What follows belongs to an exercise in optimizing a design on an open flow for small area; a production flow would make more cautious choices. Only simulation tests tie the RTL to the original design; equivalence was not proved. No activity file was given, so power comes from the tool's default toggle rates.

==> flow/design.v <==
package udp_tx_pkg;
    localparam int PREAMBLE_LEN = 8;
    localparam int MAC_HDR_LEN  = 14;
    localparam int IP_HDR_LEN   = 20;
    localparam int UDP_HDR_LEN  = 8;
    localparam int HDR_LEN      = MAC_HDR_LEN + IP_HDR_LEN + UDP_HDR_LEN;
    localparam int FCS_LEN      = 4;
    localparam int MIN_PAYLOAD  = 46 - IP_HDR_LEN - UDP_HDR_LEN;
    localparam int LEN_W        = 16;
    localparam int MAX_PAYLOAD  = 1472;
    localparam logic [7:0]  PREAMBLE_BYTE = 8'h55;
    localparam logic [7:0]  SFD_BYTE      = 8'hD5;
    localparam logic [15:0] ETH_TYPE_IPV4 = 16'h0800;
    localparam logic [7:0]  IP_VER_IHL    = 8'h45;
    localparam logic [7:0]  IP_TTL        = 8'd64;
    localparam logic [7:0]  IP_PROTO_UDP  = 8'd17;
    localparam logic [31:0] CRC_POLY_REFL = 32'hEDB8_8320;
    localparam logic [31:0] CRC_INIT      = 32'hFFFF_FFFF;
    typedef enum logic [2:0] {
        PH_IDLE,
        PH_PREAMBLE,
        PH_HEADER,
        PH_PAYLOAD,
        PH_PAD,
        PH_FCS
    } tx_phase_t;
endpackage
`timescale 1ns/1ps
module udp_tx_top (
    input  logic        clk,
    input  logic        rst_n,
    input  logic        i_start,
    input  logic [47:0] i_mac_dst,
    input  logic [47:0] i_mac_src,
    input  logic [31:0] i_ip_src,
    input  logic [31:0] i_ip_dst,
    input  logic [15:0] i_udp_src_port,
    input  logic [15:0] i_udp_dst_port,
    input  logic [15:0] i_payload_len,
    input  logic [7:0]  i_payload,
    output logic        o_payload_req,
    output logic        o_tx_done,
    output logic        o_busy,
    output logic        o_gmii_tx_en,
    output logic [7:0]  o_gmii_txd
);
    localparam logic [31:0] CRC_IDLE = 32'h6F94_6430;
    localparam logic [7:0]  CSUM_HI  = 8'h05;
    localparam logic [7:0]  CSUM_LO  = 8'h2D;
    localparam logic [6:0]  C_WAIT   = 7'd68;
    logic        busy;       
    logic        idle;       
    logic        req_q1;
    logic        req_q2;
    logic [6:0]  cnt;
    logic [10:0] left;       
    logic [95:0] ring_a;     
    logic [95:0] ring_b;
    logic [7:0]  acc_x;
    logic [7:0]  acc_y;
    logic        acc_c;
    logic [31:0] crc_n;      
    logic        hdr;
    logic        more;
    logic        hold;
    logic        fcs;
    logic        req;
    logic        done;
    logic        sel_a;
    logic        late;
    logic [7:0]  rt;
    logic [7:0]  t;
    logic [7:0]  b;
    logic [10:0] len_v;
    logic [31:0] crc;
    logic [31:0] crc_d;
    logic [7:0]  w;
    logic [95:0] mac_all;
    logic [95:0] ipp_all;
    logic [95:0] mac_ring;
    logic [95:0] ipp_ring;
    assign hdr  = cnt < 7'd50;
    assign more = left != 11'd0;
    assign req  = busy && !hdr && more;
    assign hold = (cnt == C_WAIT) && more;
    assign fcs  = busy && (cnt >= 7'd70);
    assign done = busy && (cnt == 7'd73);
    logic [6:0]  cnt_inc;
    logic [6:0]  inc_c;
    logic [10:0] left_dec;
    logic [11:0] dec_b;
    logic [10:0] len_k;
    logic [11:0] len_c;
    always_comb begin
        inc_c[0] = 1'b1;
        dec_b[0] = req;
        len_c[0] = 1'b0;
        len_k    = {6'd0, !cnt[5], 1'b1, !cnt[5], 2'd0};
        for (int i = 0; i < 7; i++) begin
            cnt_inc[i] = cnt[i] ^ inc_c[i];
            if (i < 6) inc_c[i+1] = cnt[i] & inc_c[i];
        end
        for (int i = 0; i < 11; i++) begin
            left_dec[i] = left[i] ^ dec_b[i];
            dec_b[i+1]  = !left[i] & dec_b[i];
            len_v[i]    = left[i] ^ len_k[i] ^ len_c[i];
            len_c[i+1]  = (left[i] & len_k[i]) | (left[i] & len_c[i]) | (len_k[i] & len_c[i]);
        end
    end
    assign sel_a = ((cnt >= 7'd10) && (cnt <= 7'd21)) || req_q2;
    assign rt    = (sel_a ? ring_a[7:0] : ring_b[7:0]) ^ {8{cnt[0] && !req_q2}};
    logic [7:0] lv;
    assign lv    = cnt[0] ? len_v[7:0] : {5'd0, len_v[10:8]};
    always_comb begin
        t = 8'h00;
        if (busy) begin
            if (fcs) begin
                t = crc_n[7:0];
            end else if (req_q2) begin
                t = rt;
            end else begin
                case (cnt)
                    7'd2, 7'd3, 7'd4, 7'd5, 7'd6, 7'd7, 7'd8: t = 8'h55;
                    7'd9: t = 8'hD5;
                    7'd10, 7'd11, 7'd12, 7'd13, 7'd14, 7'd15,
                    7'd16, 7'd17, 7'd18, 7'd19, 7'd20, 7'd21: t = rt;
                    7'd22: t = 8'h08;
                    7'd24: t = 8'h45;
                    7'd26, 7'd27, 7'd48, 7'd49: t = lv;
                    7'd32: t = 8'd64;
                    7'd33: t = 8'd17;
                    7'd34, 7'd35: t = ~acc_x;
                    7'd36, 7'd37, 7'd38, 7'd39, 7'd40, 7'd41,
                    7'd42, 7'd43, 7'd44, 7'd45, 7'd46, 7'd47: t = rt;
                    default: t = 8'h00;
                endcase
            end
        end
    end
    always_comb begin
        case (cnt)
            7'd1, 7'd2, 7'd3, 7'd4, 7'd5, 7'd6, 7'd7, 7'd24: b = rt;
            7'd8:    b = CSUM_HI;
            7'd9:    b = CSUM_LO;
            default: b = 8'h00;
        endcase
    end
    logic [7:0] acc_s;
    logic [8:0] acc_co;
    always_comb begin
        acc_co[0] = acc_c;
        for (int i = 0; i < 8; i++) begin
            acc_s[i]    = acc_x[i] ^ b[i] ^ acc_co[i];
            acc_co[i+1] = (acc_x[i] & b[i]) | ((acc_x[i] ^ b[i]) & acc_co[i]);
        end
    end
    assign crc = ~crc_n;
    assign w   = fcs ? 8'h00 : (crc[7:0] ^ t);
    logic [31:0] tw;
    logic s8, s9, s10, s11, s12, s13, s14, s15, s16, s17, s18, s19, s20, s21, s22, s23, s24, s25, s26, s27, s28, s29, s30, s31, s32, s33, s34, s35, s36, s37, s38, s39, s40, s41, s42, s43, s44, s45, s46;
    assign s8 = w[0] ^ w[1];
    assign s9 = w[2] ^ w[3];
    assign s10 = w[4] ^ w[5];
    assign s11 = w[6] ^ w[7];
    assign s12 = w[0] ^ w[6];
    assign s13 = w[1] ^ w[7];
    assign s14 = w[2] ^ s10;
    assign s15 = w[3] ^ w[4];
    assign s16 = w[5] ^ s8;
    assign s17 = w[0] ^ w[4];
    assign s18 = w[1] ^ w[2];
    assign s19 = w[1] ^ s11;
    assign s20 = w[3] ^ s10;
    assign s21 = w[4] ^ s8;
    assign s22 = w[5] ^ s9;
    assign s23 = w[7] ^ s14;
    assign s24 = s11 ^ s15;
    assign s25 = w[0] ^ w[3];
    assign s26 = w[0] ^ s23;
    assign s27 = w[5] ^ s12;
    assign s28 = w[5] ^ s18;
    assign s29 = w[6] ^ s8;
    assign s30 = w[6] ^ s9;
    assign s31 = w[6] ^ s18;
    assign s32 = w[6] ^ s22;
    assign s33 = w[7] ^ s9;
    assign s34 = s8 ^ s11;
    assign s35 = s8 ^ s20;
    assign s36 = s9 ^ s11;
    assign s37 = s9 ^ s12;
    assign s38 = s9 ^ s17;
    assign s39 = s10 ^ s12;
    assign s40 = s11 ^ s16;
    assign s41 = s13 ^ s15;
    assign s42 = s13 ^ s20;
    assign s43 = s14 ^ s29;
    assign s44 = s16 ^ s30;
    assign s45 = s19 ^ s22;
    assign s46 = s21 ^ s36;
    assign tw[0] = crc[8] ^ w[2];
    assign tw[1] = crc[9] ^ s25;
    assign tw[2] = crc[10] ^ s21;
    assign tw[3] = crc[11] ^ s28;
    assign tw[4] = crc[12] ^ s37;
    assign tw[5] = crc[13] ^ s41;
    assign tw[6] = crc[14] ^ s10;
    assign tw[7] = crc[15] ^ s27;
    assign tw[8] = crc[16] ^ s19;
    assign tw[9] = crc[17] ^ w[7];
    assign tw[10] = crc[18] ^ w[2];
    assign tw[11] = crc[19] ^ w[3];
    assign tw[12] = crc[20] ^ s17;
    assign tw[13] = crc[21] ^ s16;
    assign tw[14] = crc[22] ^ s31;
    assign tw[15] = crc[23] ^ s33;
    assign tw[16] = crc[24] ^ s38;
    assign tw[17] = crc[25] ^ s35;
    assign tw[18] = crc[26] ^ s43;
    assign tw[19] = crc[27] ^ s45;
    assign tw[20] = crc[28] ^ s24;
    assign tw[21] = crc[29] ^ s23;
    assign tw[22] = crc[30] ^ s32;
    assign tw[23] = crc[31] ^ s24;
    assign tw[24] = s26;
    assign tw[25] = s44;
    assign tw[26] = s46;
    assign tw[27] = s42;
    assign tw[28] = s39;
    assign tw[29] = s40;
    assign tw[30] = s34;
    assign tw[31] = s13;
    assign crc_d = busy ? tw : CRC_IDLE;
    assign mac_all = {i_mac_dst, i_mac_src};
    assign ipp_all = {i_ip_src, i_ip_dst, i_udp_src_port, i_udp_dst_port};
    always_comb begin
        for (int s = 0; s < 12; s++) begin
            mac_ring[8*s +: 8] = mac_all[95 - 8*((s + 3) % 12) -: 8];
            ipp_ring[8*s +: 8] = ipp_all[95 - 8*((s + 1) % 12) -: 8];
        end
    end
    logic ra_rot;
    logic ra_load;
    logic ra_pay;
    assign late    = cnt[6] || cnt[5];
    assign ra_rot  = busy && !late;
    assign ra_load = idle;
    assign ra_pay  = busy && late;
    always_ff @(posedge clk or negedge rst_n) begin
        if (!rst_n) begin
            busy   <= 1'b0;
            idle   <= 1'b1;
            req_q1 <= 1'b0;
            req_q2 <= 1'b0;
        end else begin
            busy   <= busy ? !done : i_start;
            idle   <= busy ? done : !i_start;
            req_q1 <= req;
            req_q2 <= req_q1;
        end
    end
    always_ff @(posedge clk) begin
        crc_n  <= ~crc_d;
        ring_a[95:16] <= ~(({ring_a[7:0], ring_a[95:24]} | {80{idle}}) & (mac_ring[95:16] | {80{busy}}));
        ring_a[15:8]  <= ~((ring_a[23:16] & {8{ra_rot}}) | (mac_ring[15:8] & {8{ra_load}}) |
                           (i_payload & {8{ra_pay}}));
        ring_a[7:0]   <= ~((ring_a[15:8] | {8{idle}}) & (mac_ring[7:0] | {8{busy}}));
        ring_b <= ~(({ring_b[7:0], ring_b[95:8]} | {96{idle}}) & (ipp_ring | {96{busy}}));
        if (!busy) begin
            cnt   <= 7'd1;
            left  <= i_payload_len[10:0];
            acc_x <= i_payload_len[7:0];
            acc_y <= {5'b10000, i_payload_len[10:8]};
            acc_c <= 1'b0;
        end else begin
            cnt   <= hold ? cnt : cnt_inc;
            left  <= left_dec;
            acc_x <= acc_y;
            acc_y <= acc_s;
            acc_c <= acc_co[8];
        end
    end
    assign o_busy        = busy;
    assign o_payload_req = req;
    assign o_tx_done     = done;
    assign o_gmii_tx_en  = busy && (cnt != 7'd1);
    assign o_gmii_txd    = t;
endmodule
==> flow/flow/run.sh <==
#!/bin/bash
# The standard flow with these changes:
# - synthesis maps the logic with an area-oriented abc script (flow/synth.tcl, flow/area.abc);
# - port buffers of the smallest buffer;
# - cells shrunk to their smallest variant after floorplan (flow/downsize.tcl), the later
#   repair steps size up what timing and slew need;
# - a clock tree of clkbuf_8 without dummy loads.
# standard.log holds make's output; each step's tool log is under orfs/logs.
export FLOW_ABC_SCRIPT=$PWD/flow/area.abc
bash standard.sh finish "SYNTH_SCRIPT=$PWD/flow/synth.tcl" \
  "BUFFER_PORTS_ARGS=-buffer_cell sky130_fd_sc_hd__buf_1" \
  "POST_FLOORPLAN_TCL=$PWD/flow/downsize.tcl" \
  "CTS_ARGS=-sink_clustering_enable -repair_clock_nets -dont_use_dummy_load -buf_list sky130_fd_sc_hd__clkbuf_8 -sink_clustering_size 20 -sink_clustering_max_diameter 60" > standard.log 2>&1
==> flow/flow/area.abc <==
strash; dch; amap; topo
==> flow/flow/downsize.tcl <==
# after floorplan: give every standard cell the smallest-area variant of its function;
# the placement and clock-tree repair steps then size up what timing and slew need
set db [ord::get_db]
set dont_use {}
if { [info exists ::env(DONT_USE_CELLS)] } { set dont_use $::env(DONT_USE_CELLS) }
array set best {}
foreach lib [$db getLibs] {
  foreach m [$lib getMasters] {
    set n [$m getName]
    if { ![regexp {^(sky130_fd_sc_hd__[a-z0-9]+)_([0-9]+)$} $n -> base sz] } { continue }
    set skip 0
    foreach p $dont_use { if { [string match $p $n] } { set skip 1 } }
    if { $skip } { continue }
    set a [expr { [$m getWidth] * [$m getHeight] }]
    if { ![info exists best($base)] || $a < [lindex $best($base) 0] || ($a == [lindex $best($base) 0] && $sz > [lindex $best($base) 1]) } {
      set best($base) [list $a $sz $m]
    }
  }
}
set n_swapped 0
foreach inst [[ord::get_db_block] getInsts] {
  set m [$inst getMaster]
  if { ![regexp {^(sky130_fd_sc_hd__[a-z0-9]+)_([0-9]+)$} [$m getName] -> base sz] } { continue }
  if { ![info exists best($base)] } { continue }
  set nm [lindex $best($base) 2]
  if { [$nm getName] ne [$m getName] } {
    $inst swapMaster $nm
    incr n_swapped
  }
}
puts "downsize: $n_swapped instances swapped to their smallest variant"
==> flow/flow/synth.tcl <==
# The standard flow's synthesis script (synth_recipe.tcl) with one change: abc maps the logic with
# the area-oriented script in flow/area.abc instead of the platform's delay-oriented one.
# The registers come from dfflibmap before abc runs, so they are the standard synthesis's.
proc synth {args} { yosys synth -nofsm -noshare {*}$args }
proc abc {args} {
  set i [lsearch -exact $args -script]
  if { $i >= 0 } { set args [lreplace $args [expr {$i+1}] [expr {$i+1}] $::env(FLOW_ABC_SCRIPT)] }
  set j [lsearch -exact $args -D]
  if { $j >= 0 } { set args [lreplace $args $j [expr {$j+1}]] }
  yosys abc {*}$args
}
source $::env(SCRIPTS_DIR)/synth.tcl
# left out here: clear keep_hierarchy, flatten, clean up, hide names made inside functions, write 1_2_yosys.v
==> flow/standard.sh <==
#!/bin/bash
# synth_recipe.tcl (not shown) runs the flow's synth.tcl, then flattens the netlist and writes it again
# the make line also repeats each setting of config.mk as NAME=value (left out here)
make -C /OpenROAD-flow-scripts/flow DESIGN_CONFIG=/design/flow/config.mk WORK_HOME=/design/flow/orfs CLKGATE_MAP_FILE= SYNTH_SCRIPT=/design/flow/synth_recipe.tcl "${@:-finish}"
==> flow/config.mk <==
export PLATFORM = sky130hd
export DESIGN_NAME = udp_tx_top
export DESIGN_NICKNAME = udp_tx_top
export VERILOG_FILES = /design/flow/design.v
export SDC_FILE = /design/flow/constraint.sdc
export NUM_CORES = 4
export LEC_CHECK = 0
export CAP_MARGIN = 0
export CORE_MARGIN = 2
export CORE_UTILIZATION = 40
export SLEW_MARGIN = 0
==> flow/constraint.sdc <==
create_clock -name core_clock -period 6.0 [get_ports {clk}]
set_input_delay 1.2000 -clock core_clock [delete_from_list [all_inputs] [get_ports {clk}]]
set_output_delay 1.2000 -clock core_clock [all_outputs]
set_load 0.01 [all_outputs]
==> metrics.cfg, run 1 <==
[worst_setup_path]
endpoint_kind = register
worstSetupPathType = reg -> reg
critPathArrivalTime_ns = 6.02
critPathMaxFanout = 8
required_ns = 6.46
start_kind = register

[global_routing]
grt_start_max_net_pins = 102
grt_pass1_wl_mm = 36.89
grt_use_total_pct = 19.20
overflow = 0
antenna_found_initial = 0
grt_pass1_vias = 7061

[routing]
drt_iter0_markers = 429
wire_per_inst_microns = 16.64
drt-total-wl_mm = 23.57
vias = 7412
dr.pass1.iters = 7
post_drt_via_cell_ratio = 5.231
drc_errors = 0
antenna_left = 0

[run]
max_cap_viol_count = 0

[clocking]
cts_max_level = 1
cts_tree = done
clk_pin_slew_ns = 0.11
cts_root_buf = clkbuf_8
clk_latency_ns = 0.54
clock_path_buffers = 3
cts_sinks = 263
cts_hold_buffers = 0
cts_made_buffers = 20

[power]
p_clk_share_pct = 10.5
p_leak_nw = 3.949
powerDensity_nw_per_um2 = 743.1
p_sw_mw = 3.236
combPwrFrac_pct = 49.0
sequentialPowerShare_pct = 40.5
peakVddDrop_uv = 469.5
swShare_pct = 41.27
internal_power_mw = 4.605

[timing]
tns_ns = 0
slew_violations = 0
relSlewSlack_pct = 35.02
rsz0062_at_grt = no
setup_viol = 0
skew_ns = 0.06747
worstMarginPinSlew_ns = 0.9746
finalCriticalPeriod_ns = 5.559
finalHoldViolCount = 0
period_share_pct = 92.66
max_freq_mhz = 179.9

[synth]
avgSynthCellArea_sq_um = 10.22
synth_warnings = 1
yosysSeqAreaShare_pct = 59.33
synthesis.nets = 1125
ys_ff_latch = 263
ys_types = 31
syn_area_sq_um = 8910
syn-instance-count = 872

[floorplanning]
die_h_microns = 153.2
start_util_pct = 40.83
ios = 231
core_sq_um = 21820
fp.dieArea_sq_um = 23480
row_count = 54
fp.dieW_microns = 153.2

[cells_and_area]
layout.nets = 1392
n_antenna_cell = 0
design_area_sq_um = 10550
area_delta_synth_final_pct = 18.42
drive_above_1_share_pct = 4.222

[outcome]
status = finished clean

[placed_design]
port_buffers = 225
gp_congestion = 0.9100
placedInstanceArea_sq_um = 10270
dpl.hpwl_mm = 16.80

[hold_path]
holdCritPathClass = reg -> reg

==> cells in the mapped netlist <==
library cell  number  share of area, %
a2111oi_0          1             0.098
a211oi_1          11              0.93
a21oi_1           46               2.6
a221oi_1          11               1.1
a222oi_1           8              0.90
a22oi_1            9              0.76
a311oi_1           1             0.098
a31oi_1            1             0.070
and3_1             3              0.21
clkinv_1          63               2.7
dfrtp_1            3              0.84
dfstp_2            1              0.29
dfxtp_1          259                58
fa_1               9               2.0
ha_1              25               3.5
nand2_1           48               2.0
nand3_1            4              0.22
nand4_1            3              0.21
nor2_1            71               3.0
nor2b_1            4              0.28
nor3_1             8              0.45
nor4_1             3              0.21
nor4b_1            1             0.098
o211ai_1           4              0.34
o21a_1             1             0.084
o21ai_0           41               2.3
o221ai_1           5              0.49
o22ai_1          224                16
o32a_1             1              0.11
or2_0              2              0.14
or3_1              1             0.070
==> cell usage in the layout, fill, tap and decap left out, types with 4 or more instances in the layout <==
master    netlist  final
o22ai_1       224    223
a222oi_1        8      8
o221ai_1        5      5
buf_1           0    225
dfxtp_1       259    258
a22oi_1         9      9
o21ai_1         0     41
nor2b_1         4      4
clkbuf_8        0     20
nand2_1        48     48
buf_4           0     20
a221oi_1       11     11
nor2_1         71     71
clkinv_1       63     62
a21oi_1        46     46
ha_1           25     25
o211ai_1        4      4
nand3_1         4      4
nor3_1          8      8
a211oi_1       11     11
fa_1            9      9
==> path summary, 6_finish.rpt <==
path / from / endpoint / slack [ns] / cells after the start
worst min-delay path: req_q1 / req_q2 / 0.32 / 0
worst max-delay path: cnt[1] / acc_y[7] / 0.44 / 22
min in group asynchronous: rst_n / req_q2 / 0.48 / 1
max in group asynchronous: rst_n / idle / 5.23 / 1
worst min register to register: req_q1 / req_q2 / 0.32 / 0
worst max register to register: cnt[1] / acc_y[7] / 0.44 / 22
==> routing by layer <==
metal / part of all wire [%] / GRT usage [%] / vias to the layer above / wire [microns]
li1: - / - / 3856 / -
met4: 2.6 / 5.556 / 0 / 616
met3: 6.0 / 4.281 / 38 / 1403
met5: 0 / 0 / - / 0
met1: 47 / 26.55 / 3301 / 11090
met2: 44 / 30.25 / 217 / 10470
==> stage by stage <==
stage	util [%]	total power, mW	hold WS (ns)	setup slack (ns)	cells
2_1_floorplan	-	5.752	0.3312	0.02062	872
3_3_place_gp	47.05	6.971	0.3399	0.4522	1397
3_5_place_dp	47.05	7.041	0.3478	0.3693	1397
4_1_cts	48.31	7.884	0.3281	0.3272	1417
5_1_grt	48.35	8.563	0.3182	0.003715	1417
6_report	48.35	7.841	0.3214	0.4405	1417
==> critical path: stages (launching register included) <==
cell and delay (ns):
dfxtp_1 0.37, clkinv_1 0.11, ha_1 0.26, a211oi_1 0.07, nor2_1 0.09, nor2_1 0.05, o21ai_1 0.20, clkinv_1 0.25
o22ai_1 0.25, nor2_1 0.06, a21oi_1 0.24, o21a_1 0.23, fa_1 0.18, clkinv_1 0.08, fa_1 0.43, fa_1 0.43
fa_1 0.43, fa_1 0.42, fa_1 0.42, fa_1 0.40, clkinv_1 0.07, fa_1 0.40, nand2_1 0.07
==> repair_timing <==
item | CTS | global route
setup buffers | 0 | 0
endpoints found under the setup margin | 0 | 3
hold endpoints to repair | 0 | 0
resized for setup | 0 | 3
==> power groups by stage <==
stage	clock network, mW	registers [mW]	logic [mW]
3_5_place_dp	0	3.21	3.83
2_1_floorplan	0	3.11	2.64
3_3_place_gp	0	3.20	3.77
4_1_cts	0.859	3.18	3.85
6_report	0.823	3.17	3.84
5_1_grt	0.920	3.27	4.37
==> cell families after synthesis <==
| kind of cell | Yosys count | synth area share (%) |
|---|---|---|
| adder cells (fa/ha/maj) | 34 | 5.533 |
| flip-flops | 263 | 59.33 |
| AO/OA/AOI/OAI | 364 | 25.57 |
| AND/OR/NAND/NOR | 148 | 6.909 |
| buffers and inverters | 63 | 2.654 |
==> state kept, by name (all words and copies together), names as in the netlist <==
name    count
idle        1
req_q1      1
req_q2      1
busy        1
ring_a     96
crc_n      32
left       11
cnt         7
acc_x       8
acc_y       8
ring_b     96
acc_c       1
==> area by class of cell <==
| type | instances | area, sq um |
|---|---|---|
| tap | 280 | 350.3 |
| clock buffer | 20 | 275.3 |
| timing repair buffer | 245 | 994.7 |
| fill | 2129 | 11270 |
| multi-input combinational | 546 | 3400 |
| sequential | 263 | 5295 |
| inverter | 63 | 236.5 |
==> inputs of run 2 (changes only) <==
==> flow/config.mk (replaced) <==
export PLATFORM = sky130hd
export DESIGN_NAME = udp_tx_top
export DESIGN_NICKNAME = udp_tx_top
export VERILOG_FILES = /design/flow/design.v
export SDC_FILE = /design/flow/constraint.sdc
export NUM_CORES = 4
export LEC_CHECK = 0
export CAP_MARGIN = 20
export CORE_MARGIN = 2
export CORE_UTILIZATION = 55
export GPL_TIMING_DRIVEN = 0
export SLEW_MARGIN = 20
==> metrics.cfg, run 2 <==
[synth]
synthTopCellsByArea = dfxtp_1 58%, o22ai_1 16%, ha_1 3.5%, nor2_1 3.0%, clkinv_1 2.7%
ys_types = 31
synthFlopType = dfxtp_1
synth_top_cell_area_share_pct = 58.19
avgSynthCellArea_sq_um = 10.22
synth_common_cells = 259 x dfxtp_1, 224 x o22ai_1, 71 x nor2_1
yosysSeqAreaShare_pct = 59.33
syn_area_sq_um = 8910
synth_warnings = 1
synth_top_area_cell = dfxtp_1
yosysMostFrequentCell = dfxtp_1
ys_ff_latch = 263
synth_edf_count = 0
synthesis.nets = 1125
ys_async_sr_fraction_pct = 1.521
syn-instance-count = 872

[global_routing]
overflow = 0
antenna_found_initial = 2
grt_use_total_pct = 25.67
grt_pass1_vias = 7173
grt_start_max_net_pins = 83
grt_pass1_wl_mm = 36.20

[worst_setup_path]
worstSetupPathType = reg -> reg
rr_worst_depth = 19
critPathArrivalTime_ns = 6.05
rrSetupSlack_ns = 0.40
endpoint_kind = register
r2r_start = cnt[0]
start_kind = register
required_ns = 6.45
critPathMaxFanout = 11
reg2reg_to = acc_y[7]

[cells_and_area]
fillerInstances = 1402
final_cell_mix = 257 x dfxtp_1, 225 x buf_1, 220 x o22ai_1, 70 x nor2_1, 59 x clkinv_1
fin_util_pct = 66.74
top_regs = ring_a: 96 flops, ring_b: 96 flops, crc_n: 32 flops
multiInputGateArea_sq_um = 3518
drive_above_1_share_pct = 4.626
area.sequential_sq_um = 5296
final_common_cell = dfxtp_1
area_delta_synth_final_pct = 18.99
design_area_sq_um = 10600
layout.nets = 1379
layoutNonFillerInstCount = 1342

[timing]
slew_violations = 0
max_freq_mhz = 178.7
relSlewSlack_pct = 37.27
period_share_pct = 93.27
setup_viol = 0
worstMarginPinSlew_ns = 0.9323
finalHoldViolCount = 0
skew_ns = 0.05755
tns_ns = 0
finalCriticalPeriod_ns = 5.596

[power]
combPwrFrac_pct = 49.3
powerDensity_nw_per_um2 = 738.2
internal_power_mw = 4.551
power_mw = 7.826
p_leak_nw = 3.959
swShare_pct = 41.85
sequentialPowerShare_pct = 40.6
peakVddDrop_uv = 645.3
p_sw_mw = 3.275
p_clk_share_pct = 10.0

[clocking]
clk_latency_ns = 0.54
cts_tree = done
clk_pin_slew_ns = 0.12
clock_path_buffers = 3
cts_hold_buffers = 0
cts_made_buffers = 18
cts_max_level = 1
cts_root_buf = clkbuf_8
cts_sinks = 263

[floorplanning]
ios = 231
fp.dieArea_sq_um = 17230
fp.dieW_microns = 131.3
core_sq_um = 15890
row_count = 46
die_h_microns = 131.3
start_util_pct = 56.09

[routing]
drc_errors = 0
drt-total-wl_mm = 22.44
dr.pass1.iters = 5
wire_per_inst_microns = 16.72
post_drt_via_cell_ratio = 5.639
vias = 7568
drt_iter0_markers = 363
antenna_left = 0

[placed_design]
gp_congestion = 0.9315
port_buffers = 225
dpl.hpwl_mm = 16.28
placedInstanceArea_sq_um = 10210
dpl.cell_count = 1320

[hold_path]
whs_endpoint = ring_b[11]
holdCritPathClass = reg -> reg
hp-start = ring_b[19]
min_path_cells = 1

[run]
max_cap_viol_count = 0

[outcome]
status = finished clean

run 2: worst max path at each step:
stage / startpoint / endpoint / slack, ns
6_report: cnt[0] / acc_y[7] / 0.40
5_1_grt: cnt[5] / crc_n[19] / -0.02
4_1_cts: cnt[0] / acc_y[7] / 0.03
3_5_place_dp: cnt[0] / crc_n[24] / -0.29
3_3_place_gp: busy / crc_n[18] / -9.28
2_1_floorplan: busy / crc_n[24] / 0.02
run 2: power groups by stage:
stage	combinational [mW]	clock, mW	sequential (mW)
floorplan	2.64	0	3.11
global placement	3.50	0	3.27
detailed placement	3.65	0	3.20
CTS	3.70	0.813	3.17
global route	4.37	0.866	3.27
finish	3.86	0.784	3.18
run 2: cell type report:
type	instances	share of cell area, %
Inverter	63	2.290
Tap cell	216	2.549
Timing Repair Buffer	234	9.631
Clock buffer	18	2.337
Multi-Input combinational cell	546	33.19
Antenna cell	2	0.04721
Sequential cell	263	49.96
run 2: cells by family (layout without fill, tap and decap cells):
kind of cell	after synthesis	after routing	share of synthesized area, %
AOI/OAI and AO/OA	364	364	25.57
buffers and inverters	63	315	2.654
DFF	263	263	59.33
other	0	2	0
adders and majority gates	34	34	5.533
and+or+nand+nor	148	148	6.909
run 2: routing by layer:
| layer | vias to the layer above | global-route usage (%) | wire (microns) |
|---|---|---|---|
| li1 | 3852 | - | - |
| met1 | 3403 | 34.44 | 9822 |
| met2 | 265 | 40.38 | 10130 |
| met3 | 48 | 6.327 | 1628 |
| met4 | 0 | 9.722 | 857 |
| met5 | - | 0 | 0 |
run 2: stage by stage:
| stage | hold slack [ns] | setup slack (ns) |
|---|---|---|
| floorplan | 0.3312 | 0.02062 |
| global placement | 0.3369 | -9.283 |
| detailed placement | 0.3556 | -0.2920 |
| CTS | 0.3873 | 0.03072 |
| global route | 0.3944 | -0.02442 |
| finish | 0.3856 | 0.4039 |
run 2: critical path, cell delays in order (launching register included):
cell        delay, ns
dfxtp_2          0.46
clkinvlp_4       0.27
ha_1             0.30
nor2_1           0.23
clkinv_1         0.15
o21ai_1          0.14
a31oi_1          0.15
nor3_4           0.29
o21a_1           0.21
fa_1             0.19
clkinv_1         0.08
fa_1             0.42
fa_1             0.42
fa_1             0.42
fa_1             0.42
fa_1             0.42
fa_1             0.40
clkinv_1         0.07
fa_1             0.41
nand2_1          0.08
run 2: repair_timing:
| action | 4_1_cts | 5_1_grt |
|---|---|---|
| cloned | 0 | 0 |
| setup buffers | 0 | 2 |
| pin swaps | 0 | 1 |
| gates resized for setup | 5 | 18 |
| endpoints found under the setup margin | 12 | 21 |
==> inputs of run 3 (changes only) <==
--- a/flow/config.mk
+++ b/flow/config.mk
@@ -7,6 +7,5 @@
 export LEC_CHECK = 0
 export CAP_MARGIN = 20
 export CORE_MARGIN = 2
-export CORE_UTILIZATION = 55
-export GPL_TIMING_DRIVEN = 0
+export CORE_UTILIZATION = 50
 export SLEW_MARGIN = 20
==> metrics.cfg, run 3 <==
[outcome]
status = finished clean

[routing]
dr.pass1.iters = 5
drt_iter0_markers = 532
drc_errors = 0
vias = 7533
drt-total-wl_mm = 23.00
antenna_left = 0
wire_per_inst_microns = 16.90
post_drt_via_cell_ratio = 5.535

[cells_and_area]
design_area_sq_um = 10470
drive_above_1_share_pct = 4.229
layout.nets = 1390
final_cell_mix = 258 x dfxtp_1, 225 x buf_1, 224 x o22ai_1, 71 x nor2_1, 62 x clkinv_1
final_common_cell = dfxtp_1
area_delta_synth_final_pct = 17.48
top_regs = ring_a: 96 flops, ring_b: 96 flops, crc_n: 32 flops

[power]
peakVddDrop_uv = 555.9
powerDensity_nw_per_um2 = 746.0
p_leak_nw = 3.936

[clocking]
cts_post_setup_buffers_inserted = 0
cts_max_level = 1
clk_latency_ns = 0.54
cts_tree = done
clock_path_buffers = 3
cts_made_buffers = 18
cts_hold_buffers = 0
cts_sinks = 263
cts_root_buf = clkbuf_8
clk_pin_slew_ns = 0.12
ctsResizeCount = 0

[hold_path]
min_path_cells = 1
whs_endpoint = ring_a[85]
holdCritPathClass = reg -> reg
hp-start = ring_a[93]

[synth]
synth_common_cells = 259 x dfxtp_1, 224 x o22ai_1, 71 x nor2_1
syn-instance-count = 872
synthTopCellsByArea = dfxtp_1 58%, o22ai_1 16%, ha_1 3.5%, nor2_1 3.0%, clkinv_1 2.7%
ys_ff_latch = 263
synth_top_cell_area_share_pct = 58.19
synthFlopType = dfxtp_1
synth_warnings = 1
avgSynthCellArea_sq_um = 10.22
ys_types = 31
yosysSeqAreaShare_pct = 59.33
syn_area_sq_um = 8910
synthesis.nets = 1125
synth_top_area_cell = dfxtp_1
ys_async_sr_fraction_pct = 1.521
yosysMostFrequentCell = dfxtp_1
synth_edf_count = 0

[worst_setup_path]
reg2reg_to = crc_n[18]
endpoint_kind = register
critPathArrivalTime_ns = 5.97
critPathMaxFanout = 7
r2r_start = cnt[5]
required_ns = 6.43
rr_worst_depth = 27
worstSetupPathType = reg -> reg
start_kind = register
rrSetupSlack_ns = 0.46

[timing]
skew_ns = 0.05148
relSlewSlack_pct = 29.45
slew_violations = 0
tns_ns = 0
period_share_pct = 92.32
max_freq_mhz = 180.5
rsz0062_at_grt = no
finalCriticalPeriod_ns = 5.539
setup_viol = 0
worstMarginPinSlew_ns = 1.058
finalHoldViolCount = 0

[floorplanning]
fp.dieW_microns = 137.5
start_util_pct = 51.33
row_count = 48
core_sq_um = 17360
ios = 231
fp.dieArea_sq_um = 18900
die_h_microns = 137.5

[placed_design]
placedInstanceArea_sq_um = 10200
gp_congestion = 0.8988
port_buffers = 225
dpl.hpwl_mm = 16.26

[global_routing]
grt_start_max_net_pins = 111
overflow = 0
grt_pass1_vias = 6910
antenna_found_initial = 1
grt_use_total_pct = 23.54
grt_pass1_wl_mm = 35.16

[run]
max_cap_viol_count = 0

run 3: cell counts after synthesis:
No cell type changed its count.
run 3: layout make-up:
class / count / area (sq um)
antenna: 1 / 2.502
clock buffer: 18 / 247.7
fill: 1612 / 6889
inverter: 63 / 236.5
multi-input combinational: 546 / 3410
sequential: 263 / 5295
tap: 225 / 281.5
timing repair buffer: 245 / 994.7
run 3: cells by family (layout without fill, tap and decap cells):
group | Yosys count | count (layout) | share of synthesized area (%)
DFF | 263 | 263 | 59.33
adders and majority gates | 34 | 34 | 5.533
other | 0 | 1 | 0
AOI/OAI and AO/OA | 364 | 364 | 25.57
buffers and inverters | 63 | 326 | 2.654
and+or+nand+nor | 148 | 148 | 6.909
run 3: critical path, stage by stage, from the launching register on:
cell and delay (ns):
dfxtp_1 0.46, clkinv_1 0.23, ha_1 0.26, clkinv_1 0.04
ha_1 0.13, clkinv_1 0.07, fa_1 0.36, ha_1 0.19
ha_1 0.18, ha_1 0.17, ha_1 0.18, ha_1 0.27
o22ai_1 0.18, nor2_1 0.06, nor3_1 0.23, a22oi_1 0.13
o21ai_1 0.21, a21oi_1 0.08, a221oi_1 0.30, buf_4 0.19
clkinv_1 0.11, o22ai_1 0.37, clkinv_1 0.27, o22ai_1 0.26
clkinv_1 0.13, a22oi_1 0.19, o21ai_1 0.08, a21oi_1 0.13
run 3: power by group:
group          internal, mW  leakage, nW  switching [mW]
sequential             2.75         2.23           0.433
clock                 0.273        0.129           0.523
combinational          1.56         1.58            2.27
total                  4.58         3.94            3.23
run 3: how the worst max path moves through the flow:
| stage | depth (start not counted) | start | slack (ns) | endpoint |
|---|---|---|---|---|
| 2_1_floorplan | 12 | busy | 0.02 | crc_n[24] |
| 3_3_place_gp | 22 | cnt[1] | 0.40 | acc_y[7] |
| 3_5_place_dp | 22 | cnt[1] | 0.39 | acc_y[7] |
| 4_1_cts | 22 | cnt[1] | 0.34 | acc_y[7] |
| 5_1_grt | 25 | cnt[5] | 0.002 | crc_n[18] |
| 6_report | 27 | cnt[5] | 0.46 | crc_n[18] |
run 3: metrics by stage:
step                setup slack, ns  util (%)  instances  power [mW]  hold slack [ns]
floorplan                   0.02062         -        872       5.752           0.3312
global placement             0.4029     58.77       1342       6.957           0.3399
detailed placement           0.3916     58.77       1342       7.006           0.3373
CTS                          0.3382     60.19       1360       7.817           0.3800
global route               0.001629     60.31       1361       8.518           0.3905
finish                       0.4607     60.31       1361       7.809           0.3739
run 3: metal layers:
metal  global-route usage (%)  vias to the layer above  wire [microns]
met3                    6.696                       33            1872
li1                         -                     3848               -
met5                        0                        -               0
met2                    36.43                      224           10040
met4                    6.186                        0             431
met1                    32.45                     3428           10650
==> inputs of run 4 (changes only) <==
--- a/flow/config.mk
+++ b/flow/config.mk
@@ -7,5 +7,5 @@
 export LEC_CHECK = 0
 export CAP_MARGIN = 20
 export CORE_MARGIN = 2
-export CORE_UTILIZATION = 50
+export CORE_UTILIZATION = 30
 export SLEW_MARGIN = 20
==> metrics.cfg, run 4 <==
[clocking]
cts_max_level = 1
cts_post_setup_buffers_inserted = 0
clk_pin_slew_ns = 0.12
cts_root_buf = clkbuf_8
clk_latency_ns = 0.58
cts_sinks = 263
cts_hold_buffers = 0
cts_made_buffers = 25
clock_path_buffers = 3
ctsResizeCount = 0
cts_tree = done

[run]
max_cap_viol_count = 0

[routing]
drt_iter0_markers = 505
vias = 7577
drc_errors = 0
dr.pass1.iters = 6
antenna_left = 0
wire_per_inst_microns = 16.19
drt-total-wl_mm = 24.79
post_drt_via_cell_ratio = 4.949

[power]
powerDensity_nw_per_um2 = 743.9
p_clk_share_pct = 11.6
p_leak_nw = 3.993
combPwrFrac_pct = 48.6
swShare_pct = 41.48
sequentialPowerShare_pct = 39.9
p_sw_mw = 3.327
peakVddDrop_uv = 408.0
internal_power_mw = 4.693

[floorplanning]
ios = 231
die_h_microns = 176.3
row_count = 63
fp.dieW_microns = 176.3
fp.dieArea_sq_um = 31090
core_sq_um = 29400
start_util_pct = 30.30

[placed_design]
dpl.hpwl_mm = 17.53
gp_congestion = 0.8487
placedInstanceArea_sq_um = 10410
port_buffers = 225

[global_routing]
antenna_found_initial = 0
grt_pass1_wl_mm = 38.05
grt_start_max_net_pins = 208
overflow = 0
grt_pass1_vias = 7296
grt_use_total_pct = 15.35

[outcome]
status = finished clean

[synth]
synthFlopType = dfxtp_1
synth_top_cell_area_share_pct = 58.19
syn-instance-count = 872
synth_top_area_cell = dfxtp_1
avgSynthCellArea_sq_um = 10.22
yosysMostFrequentCell = dfxtp_1
syn_area_sq_um = 8910
synth_warnings = 1
ys_async_sr_fraction_pct = 1.521
synthesis.nets = 1125
synth_common_cells = 259 x dfxtp_1, 224 x o22ai_1, 71 x nor2_1
yosysSeqAreaShare_pct = 59.33
synth_edf_count = 0
ys_types = 31
synthTopCellsByArea = dfxtp_1 58%, o22ai_1 16%, ha_1 3.5%, nor2_1 3.0%, clkinv_1 2.7%
ys_ff_latch = 263

[timing]
max_freq_mhz = 177.3
relSlewSlack_pct = 29.89
skew_ns = 0.07304
rsz0062_at_grt = no
period_share_pct = 94.02
worstMarginPinSlew_ns = 1.052
tns_ns = 0
slew_violations = 0
setup_viol = 0
finalHoldViolCount = 0
finalCriticalPeriod_ns = 5.641

[worst_setup_path]
critPathMaxFanout = 8
start_kind = register
required_ns = 6.48
critPathArrivalTime_ns = 6.12
worstSetupPathType = reg -> reg
endpoint = acc_y[7]
rrSetupSlack_ns = 0.36
endpoint_kind = register
crit_start = cnt[0]
r2r_start = cnt[0]
reg2reg_to = acc_y[7]
rr_worst_depth = 21

[cells_and_area]
design_area_sq_um = 10780
final_common_cell = dfxtp_1
n_antenna_cell = 0
area_delta_synth_final_pct = 21.01
drive_above_1_share_pct = 4.733
top_regs = ring_a: 96 flops, ring_b: 96 flops, crc_n: 32 flops
final_cell_mix = 259 x dfxtp_1, 225 x buf_1, 222 x o22ai_1, 71 x nor2_1, 62 x clkinv_1
layout.nets = 1396

[hold_path]
holdCritPathClass = reg -> reg

[run 4: cell counts after synthesis]
Identical to the previous run, type by type.
[run 4: logic make-up (layout without fill, tap and decap cells)]
kind of cell | Yosys count | after routing | synth area share [%]
DFF | 263 | 263 | 59.33
AOI/OAI and AO/OA | 364 | 364 | 25.57
and+or+nand+nor | 148 | 148 | 6.909
buffers and inverters | 63 | 332 | 2.654
adders and majority gates | 34 | 34 | 5.533
[run 4: critical path, cell delays in order, from the launching register on]
cell and delay, ns:
dfxtp_1 0.51, ha_1 0.31, a211oi_1 0.07, nor2_1 0.09, nor2_1 0.05, o21ai_1 0.20
clkinv_1 0.23, o22ai_1 0.24, nor2_1 0.06, a21oi_1 0.25, o21a_1 0.21, fa_1 0.18
clkinv_1 0.08, fa_1 0.42, fa_1 0.42, fa_1 0.43, fa_1 0.43, fa_1 0.42
fa_1 0.40, clkinv_1 0.07, fa_1 0.41, nand2_1 0.07
[run 4: area by class of cell]
cell class / count / area [sq um]
well taps: 390 / 488.0
repair buffers: 244 / 999.7
clock buffers: 25 / 344.1
flip-flops and latches: 263 / 5294
fillers: 3066 / 18620
multi-input cells: 546 / 3420
inverters: 63 / 236.5
[run 4: per-stage QoR]
step	hold WS (ns)	total power [mW]	cells	setup slack, ns	utilization (%)
CTS	0.2839	8.043	1531	0.3197	36.58
detailed placement	0.3426	7.075	1506	0.3621	35.41
floorplan	0.3312	5.752	872	0.02062	-
global route	0.2822	8.720	1531	0.0009024	36.67
global placement	0.3396	6.988	1506	0.4668	35.41
finish	0.2838	8.021	1531	0.3585	36.67
[run 4: power by group through the flow]
stage                     clock, mW  sequential, mW  combinational (mW)
after floorplan                   0            3.11                2.64
after global placement            0            3.22                3.77
after detailed placement          0            3.23                3.84
after CTS                     0.984            3.20                3.86
after global routing           1.04            3.29                4.39
final                         0.929            3.20                3.89
[run 4: routing by layer]
metal | GRT usage, % | routed length (microns)
met3 | 3.273 | 1489
met1 | 19.23 | 10910
met4 | 4.855 | 617
met5 | 0 | 0
met2 | 26.37 | 11780
[run 4: how the worst min path moves through the flow]
stage / start / end / slack (ns) / cells after the start
2_1_floorplan: req_q1 / req_q2 / 0.33 / 0
3_3_place_gp: req_q1 / req_q2 / 0.34 / 0
3_5_place_dp: req_q1 / req_q2 / 0.34 / 0
4_1_cts: req_q1 / req_q2 / 0.28 / 0
5_1_grt: req_q1 / req_q2 / 0.28 / 0
6_report: req_q1 / req_q2 / 0.28 / 0
==> inputs of run 5 (changes only) <==
--- a/flow/config.mk
+++ b/flow/config.mk
@@ -7,5 +7,5 @@
 export LEC_CHECK = 0
 export CAP_MARGIN = 20
 export CORE_MARGIN = 2
-export CORE_UTILIZATION = 30
+export CORE_UTILIZATION = 40
 export SLEW_MARGIN = 20
==> metrics.cfg, run 5 <==
[cells_and_area]
final_common_cell = dfxtp_1
fillerInstances = 2129
n_antenna_cell = 0
area_delta_synth_final_pct = 18.42
final_cell_mix = 258 x dfxtp_1, 225 x buf_1, 223 x o22ai_1, 71 x nor2_1, 62 x clkinv_1
drive_above_1_share_pct = 4.222
top_regs = ring_a: 96 flops, ring_b: 96 flops, crc_n: 32 flops
layout.nets = 1392

[worst_setup_path]
critPathMaxFanout = 8
path_cells = clkinv_1 > ha_1 > a211oi_1 > nor2_1 > nor2_1 > o21ai_1 > clkinv_1 > o22ai_1 > nor2_1 > a21oi_1 > o21a_1 > fa_1 > clkinv_1 > fa_1 > fa_1 > fa_1 > fa_1 > fa_1 > fa_1 > clkinv_1 > fa_1 > nand2_1
start_kind = register
critPathArrivalTime_ns = 6.02
path_buf_inv = 4
crit_path_frequent_cell = fa_1
critPathTopFamily = adder cells
worst_path_max_delay_cell = fa_1
endpoint_kind = register
required_ns = 6.46
worstSetupPathType = reg -> reg
slowest_delay_ns = 0.43

[timing]
period_share_pct = 92.66
slew_violations = 0
rsz0062_at_grt = no
skew_ns = 0.06747
relSlewSlack_pct = 35.02
worstMarginPinSlew_ns = 0.9746
max_freq_mhz = 179.9
finalHoldViolCount = 0
finalCriticalPeriod_ns = 5.559
tns_ns = 0
setup_viol = 0

[synth]
ys_async_sr_fraction_pct = 1.521
syn_area_sq_um = 8910
synth_common_cells = 259 x dfxtp_1, 224 x o22ai_1, 71 x nor2_1
avgSynthCellArea_sq_um = 10.22
synth_top_area_cell = dfxtp_1
ys_types = 31
synthesis.nets = 1125
yosysMostFrequentCell = dfxtp_1
ys_ff_latch = 263
synthTopCellsByArea = dfxtp_1 58%, o22ai_1 16%, ha_1 3.5%, nor2_1 3.0%, clkinv_1 2.7%
synthFlopType = dfxtp_1
synth_edf_count = 0
yosysSeqAreaShare_pct = 59.33
synth_warnings = 1
synth_top_cell_area_share_pct = 58.19
syn-instance-count = 872

[run]
max_cap_viol_count = 0

[hold_path]
holdCritPathClass = reg -> reg

[clocking]
cts_max_level = 1
cts_root_buf = clkbuf_8
clk_pin_slew_ns = 0.11
cts_made_buffers = 20
clk_latency_ns = 0.54
cts_sinks = 263
cts_post_setup_buffers_inserted = 0
clock_path_buffers = 3
cts_tree = done

[placed_design]
port_buffers = 225
dpl.hpwl_mm = 16.80
gp_congestion = 0.9100

[routing]
dr.pass1.iters = 7
drt-total-wl_mm = 23.57
drc_errors = 0
vias = 7412
drt_iter0_markers = 429
antenna_left = 0
post_drt_via_cell_ratio = 5.231
wire_per_inst_microns = 16.64

[global_routing]
grt_use_total_pct = 19.20
antenna_found_initial = 0
grt_start_max_net_pins = 102
overflow = 0
grt_pass1_vias = 7061
busiest_layer = met2
use_met3_pct = 4.281
met2_usage_pct = 30.25
met1_usage_pct = 26.55
grt_pass1_wl_mm = 36.89

[floorplanning]
start_util_pct = 40.83
die_h_microns = 153.2
row_count = 54
fp.dieArea_sq_um = 23480
fp.dieW_microns = 153.2
core_sq_um = 21820
ios = 231

[power]
p_leak_nw = 3.949
powerDensity_nw_per_um2 = 743.1
power_mw = 7.841
peakVddDrop_uv = 469.5

[outcome]
status = finished clean

[run 5: cell counts after synthesis]
No cell type changed its count.
[run 5: logic make-up after synthesis]
logic type               Yosys count  share of synthesized area (%)
AND/OR/NAND/NOR                  148                          6.909
buffers and inverters             63                          2.654
flip-flops                       263                          59.33
AO/OA/AOI/OAI                    364                          25.57
adder cells (fa/ha/maj)           34                          5.533
[run 5: layout make-up]
type                       count  area (sq um)  area share [%]
sequential                   263          5295           50.18
multi-input combinational    546          3400           32.22
timing repair buffer         245         994.7           9.427
tap                          280         350.3           3.320
clock buffer                  20         275.3           2.609
inverter                      63         236.5           2.241
[run 5: worst paths after layout]
| kind | to | slack [ns] | startpoint | cells past startpoint |
|---|---|---|---|---|
| setup / recovery | acc_y[7] | 0.44 | cnt[1] | 22 |
| hold / removal | req_q2 | 0.32 | req_q1 | 0 |
| setup reg to reg | acc_y[7] | 0.44 | cnt[1] | 22 |
| hold reg to reg | req_q2 | 0.32 | req_q1 | 0 |
| max in group asynchronous | idle | 5.23 | rst_n | 1 |
| min in group asynchronous | req_q2 | 0.48 | rst_n | 1 |
[run 5: power breakdown]
group	internal [mW]	switching [mW]
combinational	1.55	2.29
sequential	2.75	0.422
clock	0.301	0.523
total	4.61	3.24
[run 5: stage by stage]
step           utilization [%]  hold slack, ns  instances  instance area, sq um  setup slack (ns)
3_5_place_dp             47.05          0.3478       1397                 10270            0.3693
6_report                 48.35          0.3214       1417                 10550            0.4405
5_1_grt                  48.35          0.3182       1417                 10550          0.003715
3_3_place_gp             47.05          0.3399       1397                 10270            0.4522
2_1_floorplan                -          0.3312        872                  8921           0.02062
4_1_cts                  48.31          0.3281       1417                 10540            0.3272
[run 5: repair_timing]
action,4_1_cts,5_1_grt
resized for setup,0,3
hold buffers,0,0
endpoints found under the setup margin,0,3
[run 5: worst register-to-register path, stage by stage, from the launching register on]
cell	delay, ns
dfxtp_1	0.37
clkinv_1	0.11
ha_1	0.26
a211oi_1	0.07
nor2_1	0.09
nor2_1	0.05
o21ai_1	0.20
clkinv_1	0.25
o22ai_1	0.25
nor2_1	0.06
a21oi_1	0.24
o21a_1	0.23
fa_1	0.18
clkinv_1	0.08
fa_1	0.43
fa_1	0.43
fa_1	0.43
fa_1	0.42
fa_1	0.42
fa_1	0.40
clkinv_1	0.07
fa_1	0.40
nand2_1	0.07
[run 5: per-layer routing]
layer	up-vias	part of all wire, %
li1	3856	-
met3	38	6.0
met2	217	44
met1	3301	47
met4	0	2.6
met5	-	0
==> inputs of run 6 (changes only) <==
--- a/flow/flow/run.sh
+++ b/flow/flow/run.sh
@@ -9,5 +9,5 @@
 export FLOW_ABC_SCRIPT=$PWD/flow/area.abc
 bash standard.sh finish "SYNTH_SCRIPT=$PWD/flow/synth.tcl" \
   "BUFFER_PORTS_ARGS=-buffer_cell sky130_fd_sc_hd__buf_1" \
-  "POST_FLOORPLAN_TCL=$PWD/flow/downsize.tcl" \
+  "POST_FLOORPLAN_TCL=$PWD/flow/downsize.tcl" RECOVER_POWER=100 \
   "CTS_ARGS=-sink_clustering_enable -repair_clock_nets -dont_use_dummy_load -buf_list sky130_fd_sc_hd__clkbuf_8 -sink_clustering_size 20 -sink_clustering_max_diameter 60" > standard.log 2>&1
==> metrics.cfg, run 6 <==
[outcome]
status = finished with violations
violatedChecks = max-capacitance violations, max-slew violations

[clocking]
clk_pin_slew_ns = 0.11
cts_hold_buffers = 0
cts_made_buffers = 20
cts_root_buf = clkbuf_8
cts_sinks = 263
cts_tree = done
cts_post_setup_buffers_inserted = 0
clk_latency_ns = 0.54
cts_max_level = 1
clock_path_buffers = 3

[hold_path]
min_path_cells = 0
holdCritPathClass = reg -> reg
whs_endpoint = req_q2
hp-start = req_q1

[synth]
syn_area_sq_um = 8910
synthesis.nets = 1125
synth_warnings = 1
synth_top_area_cell = dfxtp_1
yosysMostFrequentCell = dfxtp_1
ys_types = 31
syn-instance-count = 872
synthFlopType = dfxtp_1
synth_edf_count = 0
ys_async_sr_fraction_pct = 1.521
ys_ff_latch = 263
synthTopCellsByArea = dfxtp_1 58%, o22ai_1 16%, ha_1 3.5%, nor2_1 3.0%, clkinv_1 2.7%
avgSynthCellArea_sq_um = 10.22
synth_top_cell_area_share_pct = 58.19
synth_common_cells = 259 x dfxtp_1, 224 x o22ai_1, 71 x nor2_1
yosysSeqAreaShare_pct = 59.33

[floorplanning]
ios = 231
core_sq_um = 21820
die_h_microns = 153.2
start_util_pct = 40.83
fp.dieW_microns = 153.2
fp.dieArea_sq_um = 23480
row_count = 54

[power]
power_mw = 7.783
peakVddDrop_uv = 456.8
p_leak_nw = 3.932
internal_power_mw = 4.580
combPwrFrac_pct = 48.6
sequentialPowerShare_pct = 40.8
powerDensity_nw_per_um2 = 739.0
p_sw_mw = 3.202
p_clk_share_pct = 10.5
swShare_pct = 41.15

[cells_and_area]
layout.nets = 1392
multiInputGateArea_sq_um = 3400
fillerInstances = 2131
top_regs = ring_a: 96 flops, ring_b: 96 flops, crc_n: 32 flops
area_delta_synth_final_pct = 18.20
final_cell_mix = 258 x dfxtp_1, 224 x buf_1, 223 x o22ai_1, 71 x nor2_1, 62 x clkinv_1
fin_util_pct = 48.26
design_area_sq_um = 10530
n_antenna_cell = 0
drive_above_1_share_pct = 3.870
area.sequential_sq_um = 5291
final_common_cell = dfxtp_1

[worst_setup_path]
rr_worst_depth = 22
reg2reg_to = acc_y[7]
worstSetupPathType = reg -> reg
start_kind = register
r2r_start = cnt[1]
path_cells = clkinv_1 > ha_1 > a211oi_1 > nor2_1 > nor2_1 > o21ai_1 > clkinv_1 > o22ai_1 > nor2_1 > a21oi_1 > o21a_1 > fa_1 > clkinv_1 > fa_1 > fa_1 > fa_1 > fa_1 > fa_1 > fa_1 > clkinv_1 > fa_1 > nand2_1
critPathMaxFanout = 8
worst_path_max_delay_cell = fa_1
rrSetupSlack_ns = 0.45
endpoint_kind = register
critPathArrivalTime_ns = 6.01
slowest_delay_ns = 0.43
required_ns = 6.45
crit_path_frequent_cell = fa_1

[timing]
finalCriticalPeriod_ns = 5.550
slew_violations = 390
rsz0062_at_grt = no
worstMarginPinSlew_ns = 2.638
max_freq_mhz = 180.2
period_share_pct = 92.50
relSlewSlack_pct = -75.89
tns_ns = 0
setup_viol = 0
skew_ns = 0.06258
finalHoldViolCount = 0

[global_routing]
grt_start_max_net_pins = 102
grt_pass1_wl_mm = 36.89
overflow = 0
grt_pass1_vias = 7061
grt_use_total_pct = 19.20
antenna_found_initial = 0

[routing]
post_drt_via_cell_ratio = 5.221
dr.pass1.iters = 5
vias = 7398
antenna_left = 0
drt-total-wl_mm = 23.51
drc_errors = 0
wire_per_inst_microns = 16.59
drt_iter0_markers = 456

[placed_design]
port_buffers = 225
gp_congestion = 0.9100
placedInstanceArea_sq_um = 10270
dpl.hpwl_mm = 16.80

[run]
max_cap_viol_count = 5

==> run 6: cell type report <==
| type | count | area share (%) |
|---|---|---|
| sequential | 263 | 50.24 |
| inverter | 63 | 2.245 |
| multi-input combinational | 546 | 32.28 |
| timing repair buffer | 245 | 9.291 |
| tap | 280 | 3.327 |
| clock buffer | 20 | 2.614 |
==> run 6: what timing repair did <==
action / 4_1_cts / 5_1_grt
endpoints found under the hold margin: 0 / 0
gates resized for setup: 0 / 3
setup endpoints to repair: 0 / 3
==> run 6: how the worst max path moves through the flow <==
stage | startpoint | end | slack, ns
6_report | cnt[1] | acc_y[7] | 0.45
5_1_grt | cnt[5] | acc_y[7] | 0.003
4_1_cts | cnt[0] | acc_y[7] | 0.33
3_5_place_dp | cnt[0] | acc_y[7] | 0.37
3_3_place_gp | cnt[0] | acc_y[7] | 0.45
2_1_floorplan | busy | crc_n[24] | 0.02
==> run 6: per-stage QoR <==
| step | cells | setup slack (ns) | hold slack (ns) |
|---|---|---|---|
| 2_1_floorplan | 872 | 0.02062 | 0.3312 |
| 3_3_place_gp | 1397 | 0.4522 | 0.3399 |
| 3_5_place_dp | 1397 | 0.3693 | 0.3478 |
| 4_1_cts | 1417 | 0.3272 | 0.3281 |
| 5_1_grt | 1417 | 0.003205 | 0.3182 |
| 6_report | 1417 | 0.4499 | 0.3239 |
==> run 6: per-layer routing <==
layer	up-vias	part of all wire [%]	track usage, %	wire length, microns
li1	3855	-	-	-
met1	3281	47	26.55	11050
met2	223	44	30.25	10450
met3	39	5.8	4.281	1369
met4	0	2.7	5.556	638
met5	-	0	0	0
==> run 6: power by group through the flow <==
stage	Clock, mW	Combinational (mW)	Sequential [mW]
after floorplan	0	2.64	3.11
after detailed placement	0	3.83	3.21
after CTS	0.859	3.85	3.18
after global placement	0	3.77	3.20
after global routing	0.920	4.32	3.27
final	0.820	3.79	3.18
==> run 6: kinds of logic after synthesis <==
group	share of synthesized area, %
AO/OA/AOI/OAI	25.57
adder cells (fa/ha/maj)	5.533
buffers and inverters	2.654
flip-flops	59.33
AND/OR/NAND/NOR	6.909
==> run 6: worst max-delay path, delay by kind of cell (launching register included) <==
family	cells	cell delay (ns)
AO/OA/AOI/OAI	5	0.99
adder cells (fa/ha/maj)	9	3.38
buffers and inverters	4	0.51
flip-flops	1	0.36
AND/OR/NAND/NOR	4	0.27
==> inputs of run 7 (changes only) <==
--- a/flow/flow/run.sh
+++ b/flow/flow/run.sh
@@ -9,5 +9,5 @@
 export FLOW_ABC_SCRIPT=$PWD/flow/area.abc
 bash standard.sh finish "SYNTH_SCRIPT=$PWD/flow/synth.tcl" \
   "BUFFER_PORTS_ARGS=-buffer_cell sky130_fd_sc_hd__buf_1" \
-  "POST_FLOORPLAN_TCL=$PWD/flow/downsize.tcl" RECOVER_POWER=100 \
-  "CTS_ARGS=-sink_clustering_enable -repair_clock_nets -dont_use_dummy_load -buf_list sky130_fd_sc_hd__clkbuf_8 -sink_clustering_size 20 -sink_clustering_max_diameter 60" > standard.log 2>&1
+  "POST_FLOORPLAN_TCL=$PWD/flow/downsize.tcl" \
+  "CTS_ARGS=-sink_clustering_enable -repair_clock_nets -dont_use_dummy_load -buf_list sky130_fd_sc_hd__clkbuf_8 -sink_clustering_size 22 -sink_clustering_max_diameter 60" > standard.log 2>&1
==> metrics.cfg, run 7 <==
[cells_and_area]
area_delta_synth_final_pct = 18.41
final_cell_mix = 259 x dfxtp_1, 225 x buf_1, 223 x o22ai_1, 71 x nor2_1, 61 x clkinv_1
fillerInstances = 2126
top_regs = ring_a: 96 flops, ring_b: 96 flops, crc_n: 32 flops
drive_above_1_share_pct = 4.222
layout.nets = 1392
n_antenna_cell = 0
final_common_cell = dfxtp_1

[routing]
drc_errors = 0
drt-total-wl_mm = 23.47
dr.pass1.iters = 7
wire_per_inst_microns = 16.56
post_drt_via_cell_ratio = 5.225
drt_iter0_markers = 412
vias = 7404
antenna_left = 0

[power]
peakVddDrop_uv = 469.3
p_sw_mw = 3.234
swShare_pct = 41.26
internal_power_mw = 4.604
p_leak_nw = 3.952
powerDensity_nw_per_um2 = 742.9
power_mw = 7.838
combPwrFrac_pct = 49.1
p_clk_share_pct = 10.5
sequentialPowerShare_pct = 40.5

[hold_path]
hp-start = req_q1
holdCritPathClass = reg -> reg
min_path_cells = 0
whs_endpoint = req_q2

[timing]
finalCriticalPeriod_ns = 5.552
timing.hold.ws_ns = 0.3094
finalHoldViolCount = 0
worst_slack_ns = 0.4475
slew_violations = 0
skew_ns = 0.06568
max_freq_mhz = 180.1
worstMarginPinSlew_ns = 0.9838
period_share_pct = 92.54
setup_viol = 0
relSlewSlack_pct = 34.41
tns_ns = 0
rsz0062_at_grt = no

[global_routing]
grt_start_max_net_pins = 102
grt_pass1_wl_mm = 36.94
overflow = 0
grt_use_total_pct = 19.24
grt_pass1_vias = 7082
antenna_found_initial = 0

[worst_setup_path]
start_kind = register
endpoint_kind = register
crit_path_frequent_cell = fa_1
reg2reg_to = acc_y[7]
worst_path_max_delay_cell = dfxtp_1
path_buf_inv = 4
r2r_start = cnt[1]
critPathTopFamily = adder cells
worstSetupPathType = reg -> reg
required_ns = 6.45
slowest_delay_ns = 0.43
crit_start = cnt[1]
rrSetupSlack_ns = 0.45
path_cells = clkinv_1 > ha_1 > a211oi_1 > nor2_1 > nor2_1 > o21ai_1 > buf_4 > o22ai_1 > nor2_1 > a21oi_1 > o21a_1 > fa_1 > clkinv_1 > fa_1 > fa_1 > fa_1 > fa_1 > fa_1 > fa_1 > clkinv_1 > fa_1 > nand2_1
critPathArrivalTime_ns = 6.00
critPathMaxFanout = 8
rr_worst_depth = 22

[synth]
ys_ff_latch = 263
yosysSeqAreaShare_pct = 59.33
synthFlopType = dfxtp_1
yosysMostFrequentCell = dfxtp_1
synth_top_area_cell = dfxtp_1
synth_top_cell_area_share_pct = 58.19
synthesis.nets = 1125
avgSynthCellArea_sq_um = 10.22
syn-instance-count = 872
syn_area_sq_um = 8910
ys_async_sr_fraction_pct = 1.521
ys_types = 31
synth_warnings = 1
synthTopCellsByArea = dfxtp_1 58%, o22ai_1 16%, ha_1 3.5%, nor2_1 3.0%, clkinv_1 2.7%
synth_common_cells = 259 x dfxtp_1, 224 x o22ai_1, 71 x nor2_1
synth_edf_count = 0

[floorplanning]
fp.dieW_microns = 153.2
die_h_microns = 153.2
start_util_pct = 40.83
ios = 231
core_sq_um = 21820
fp.dieArea_sq_um = 23480
row_count = 54

[outcome]
status = finished clean

[clocking]
cts_hold_buffers = 0
cts_made_buffers = 20
clock_path_buffers = 3
clk_latency_ns = 0.54
cts_sinks = 263
cts_root_buf = clkbuf_8
cts_max_level = 1
clk_pin_slew_ns = 0.12
cts_tree = done

[placed_design]
dp_slack_ns = 0.3693
gp_congestion = 0.9100
port_buffers = 225
dpl.hpwl_mm = 16.80

[run]
max_cap_viol_count = 0

==> run 7: cell count changes in the layout (fill, tap and decap cells not counted), moves of 2 or more <==
| cell | before | now |
|---|---|---|
| buf_4 | 15 | 20 |
| clkbuf_1 | 4 | 0 |
| clkbuf_2 | 2 | 0 |
| o21ai_0 | 27 | 0 |
| o21ai_1 | 14 | 41 |
==> run 7: cell families after synthesis <==
| logic type | after synthesis | synth area share [%] |
|---|---|---|
| AOI/OAI and AO/OA | 364 | 25.57 |
| buffers and inverters | 63 | 2.654 |
| and+or+nand+nor | 148 | 6.909 |
| adders and majority gates | 34 | 5.533 |
| DFF | 263 | 59.33 |
==> run 7: power groups by stage <==
stage                     registers, mW  clock network (mW)  logic (mW)
after floorplan                    3.11                   0        2.64
after global placement             3.20                   0        3.77
after detailed placement           3.21                   0        3.83
after CTS                          3.18               0.861        3.85
after global routing               3.27               0.923        4.37
final                              3.17               0.819        3.84
==> run 7: worst register-to-register path, stage by stage, from the launching register on <==
cell and delay, ns:
dfxtp_1 0.43, clkinv_1 0.17, ha_1 0.28, a211oi_1 0.18, nor2_1 0.06, nor2_1 0.08
o21ai_1 0.11, buf_4 0.18, o22ai_1 0.14, nor2_1 0.06, a21oi_1 0.24, o21a_1 0.23
fa_1 0.18, clkinv_1 0.08, fa_1 0.43, fa_1 0.43, fa_1 0.43, fa_1 0.42
fa_1 0.42, fa_1 0.40, clkinv_1 0.07, fa_1 0.40, nand2_1 0.07
==> run 7: final cells by class <==
| class | count | area (sq um) | share of cell area [%] |
|---|---|---|---|
| timing repair buffer | 245 | 994.7 | 9.428 |
| inverter | 63 | 236.5 | 2.241 |
| clock buffer | 20 | 275.3 | 2.609 |
| multi-input combinational | 546 | 3400 | 32.22 |
| tap | 280 | 350.3 | 3.321 |
| sequential | 263 | 5294 | 50.18 |
==> run 7: timing repair <==
action / CTS / global route
endpoints found under the setup margin: 0 / 3
resized for setup: 0 / 3
buffers inserted: 0 / 0
==> run 7: how the worst max path moves through the flow <==
stage	depth (start not counted)	endpoint
after global routing	22	acc_y[7]
after CTS	21	acc_y[7]
after floorplan	12	crc_n[24]
after detailed placement	21	acc_y[7]
after global placement	21	acc_y[7]
final	22	acc_y[7]
==> run 7: per-layer routing <==
metal / vias to the layer above / part of all wire, % / track usage, %
met4: 0 / 2.6 / 5.467
met3: 40 / 6.3 / 4.366
met2: 206 / 44 / 30.36
met5: - / 0 / 0
met1: 3305 / 47 / 26.54
li1: 3853 / - / -
==> run 7: per-stage QoR <==
| step | util (%) | cells | cell area [sq um] |
|---|---|---|---|
| 2_1_floorplan | - | 872 | 8921 |
| 3_5_place_dp | 47.05 | 1397 | 10270 |
| 5_1_grt | 48.34 | 1417 | 10550 |
| 6_report | 48.34 | 1417 | 10550 |
| 3_3_place_gp | 47.05 | 1397 | 10270 |
| 4_1_cts | 48.31 | 1417 | 10540 |

-- separate check: timing with driven ports --
How much do the figures lean on ideal ports? The routed layouts below were timed once more, with nothing changed but the port constraints. Step 1: set_driving_cell puts a clkbuf_16 on clk and a buf_2 on each other input, an assumption about the parent block. Step 2 adds t to the input delays and takes it off the output delays; t is the mean of the earliest and latest rising clock arrival at the registers after step 1. Input paths then give back, and output paths get back, about the clock's delay inside the block. a / b / c = ideal ports / drivers / drivers and shift; a / b = the first two.
run	t (ns)	setup slack, ns	latest minus earliest clock arrival (ns)	worst register clock-pin slew, ns
run 1	0.550	0.441 / 0.441 / 0.441	0.068 / 0.068	0.12 / 0.12
run 2	0.550	0.404 / 0.381 / 0.404	0.059 / 0.058	0.12 / 0.12
run 3	0.553	0.461 / 0.461 / 0.461	0.051 / 0.052	0.12 / 0.12
run 4	0.592	0.359 / 0.359 / 0.359	0.073 / 0.073	0.12 / 0.12
run 5	0.550	0.441 / 0.441 / 0.441	0.068 / 0.068	0.12 / 0.12
run 6	0.544	0.450 / 0.450 / 0.450	0.063 / 0.063	0.12 / 0.12
run 7	0.548	0.448 / 0.448 / 0.448	0.065 / 0.066	0.12 / 0.12
